This design comes from an exercise in tuning for small area, a short achievable clock period and few clock cycles per item on the open sky130 flow, not from production work.
Function was checked by simulation only, so behaviour that the tests miss may differ from the original.
No activity file was given, so power comes from the tool's default toggle rates.

// poly1305_reduce
module poly1305_reduce
(
  input  logic           clk,
  input  logic           rst,
  input  logic           start,
  input  logic [P_W-1:0] P,
  output logic [H_W-1:0] H,
  output logic           ready,
  output logic           busy
);
  logic [130:0] u;
  logic [130:0] v;
  logic [129:0] sum1;
  logic [1:0]   qt;
  logic [5:0]   l_next;
  logic [129:0] s0_next;
  logic [8-1:0] kb_next;
  logic         kl_next;
  logic         cpre_next;
  logic [129:0] s0;
  logic [8-1:0] kb;
  logic         kl;
  logic         cpre;
  logic [4:0]   l5;
  logic [4:0]   l10;
  logic         e1;
  logic         e2;
  logic         k;
  logic         g_root;
  logic         p_root;
  logic         zc;
  logic         cin5;
  logic         c;
  poly1305_fold5 u_fold (
    .lo (P[129:0]),
    .hi (P[258:130]),
    .u  (u),
    .v  (v)
  );
  logic b0_g0;
  assign b0_g0 = u[0] & v[0];
  logic b0_g1;
  assign b0_g1 = u[1] & v[1];
  logic b0_g2;
  assign b0_g2 = u[2] & v[2];
  logic b0_g3;
  assign b0_g3 = u[3] & v[3];
  logic b0_g4;
  assign b0_g4 = u[4] & v[4];
  logic b0_g5;
  assign b0_g5 = u[5] & v[5];
  logic b0_g6;
  assign b0_g6 = u[6] & v[6];
  logic b0_g7;
  assign b0_g7 = u[7] & v[7];
  logic b0_g8;
  assign b0_g8 = u[8] & v[8];
  logic b0_g9;
  assign b0_g9 = u[9] & v[9];
  logic b0_g10;
  assign b0_g10 = u[10] & v[10];
  logic b0_g11;
  assign b0_g11 = u[11] & v[11];
  logic b0_g12;
  assign b0_g12 = u[12] & v[12];
  logic b0_g13;
  assign b0_g13 = u[13] & v[13];
  logic b0_g14;
  assign b0_g14 = u[14] & v[14];
  logic b0_g15;
  assign b0_g15 = u[15] & v[15];
  logic b0_p0;
  assign b0_p0 = u[0] ^ v[0];
  logic b0_p1;
  assign b0_p1 = u[1] ^ v[1];
  logic b0_p2;
  assign b0_p2 = u[2] ^ v[2];
  logic b0_p3;
  assign b0_p3 = u[3] ^ v[3];
  logic b0_p4;
  assign b0_p4 = u[4] ^ v[4];
  logic b0_p5;
  assign b0_p5 = u[5] ^ v[5];
  logic b0_p6;
  assign b0_p6 = u[6] ^ v[6];
  logic b0_p7;
  assign b0_p7 = u[7] ^ v[7];
  logic b0_p8;
  assign b0_p8 = u[8] ^ v[8];
  logic b0_p9;
  assign b0_p9 = u[9] ^ v[9];
  logic b0_p10;
  assign b0_p10 = u[10] ^ v[10];
  logic b0_p11;
  assign b0_p11 = u[11] ^ v[11];
  logic b0_p12;
  assign b0_p12 = u[12] ^ v[12];
  logic b0_p13;
  assign b0_p13 = u[13] ^ v[13];
  ...
Size: roughly 140 flip-flops.
==> flow/config.mk <==
export PLATFORM = sky130hd
export DESIGN_NAME = poly1305_reduce
export DESIGN_NICKNAME = poly1305_reduce
export VERILOG_FILES = /design/flow/design.v
export SDC_FILE = /design/flow/constraint.sdc
export NUM_CORES = 4
export LEC_CHECK = 0
export CAP_MARGIN = 20
export CORE_MARGIN = 2
export CORE_UTILIZATION = 55
export SETUP_SLACK_MARGIN = 2.5
export SLEW_MARGIN = 20
==> flow/constraint.sdc <==
create_clock -name core_clock -period 6.0 [get_ports {clk}]
set_input_delay 1.2000 -clock core_clock [delete_from_list [all_inputs] [get_ports {clk}]]
set_output_delay 1.2000 -clock core_clock [all_outputs]
set_load 0.01 [all_outputs]
standard.sh (not shown) runs the stock make flow with config.mk's settings and CLKGATE_MAP_FILE= SYNTH_SCRIPT=/design/flow/synth_recipe.tcl, a recipe that flattens the netlist after the stock synthesis.
==> flow/flow/run.sh <==
#!/bin/bash
# Layout flow: the standard layout (standard.sh: ORFS with the standard flow's synthesis, config and
# constraints), except that the port buffers buffer_ports inserts are buf_1 cells instead of
# the cell it picks by default (clkdlybuf4s50_1, a slow delay cell). Every port still gets
# its buffer. The full output of the run is kept in standard_flow.log in this folder; ORFS
# keeps each step's own log under orfs/logs/.
set -euo pipefail
bash standard.sh "BUFFER_PORTS_ARGS=-buffer_cell sky130_fd_sc_hd__buf_1" finish > standard_flow.log 2>&1
The first run ran to the end with no violations.
Testbench counts at the start, summed over its fixed seeds: cycles 1,600, items 1,600.
Edit:
ABC_AREA = 1   (was unset)
CORE_UTILIZATION = 40   (was 55)
After rerunning:
- worst hold slack loses 0.020 ns
- global-route usage went down by 3.7 points
- sequential power is lower by about 9%
- non-clock buffer count is lower by 12
Edit:
ABC_AREA = unset   (was 1)
SETUP_SLACK_MARGIN = 2   (was 2.5)
=>
- setup slack is worse by 0.43 ns
- routed wire length went down by about 12%
- via count went down by about 20%
- cell count went down by about 25%
- hold slack is better by 0.048 ns
Edit:
SETUP_SLACK_MARGIN = 2.5   (was 2)
- cell area increases slightly
- die area does not change
- setup slack improves by 0.10 ns
- routed wire length decreases by a little under a tenth
- utilization increases by 0.69 points

separate check: timing with driven ports:
The flow's constraints put no driver on any port. The routed layouts listed below were extracted and timed again, unchanged, in two steps.
Step 1 (the two cells are an assumption about what drives the block):
set clk [get_ports {clk}]
set_driving_cell -lib_cell sky130_fd_sc_hd__clkbuf_16 $clk
set_driving_cell -lib_cell sky130_fd_sc_hd__buf_2 [delete_from_list [all_inputs] $clk]
Step 2 times the ports against the registers' clock, not the clock port: input delays grow and output delays shrink by t, the midpoint of the rising clock arrivals with the driver on.
Three values: no drivers, after step 1, after step 2; two values: the first two.
| run | t, ns | setup slack, ns | worst hold slack (ns) | worst register clock-pin slew, ns | cell pins on the clock port's net |
|---|---|---|---|---|---|
| the first run | 0.486 | 1.246 / 1.196 / 1.682 | 0.553 / 0.525 / 1.011 | 0.07 / 0.07 | 1 |
| the second run | 0.508 | 1.750 / 1.696 / 2.184 | 0.534 / 0.500 / 1.008 | 0.07 / 0.07 | 1 |
| the third run | 0.458 | 1.325 / 1.278 / 1.736 | 0.582 / 0.556 / 1.014 | 0.07 / 0.07 | 1 |
| the fourth run | 0.476 | 1.429 / 1.378 / 1.854 | 0.569 / 0.538 / 1.014 | 0.07 / 0.07 | 1 |
After both steps setup and hold are still met in every run listed.
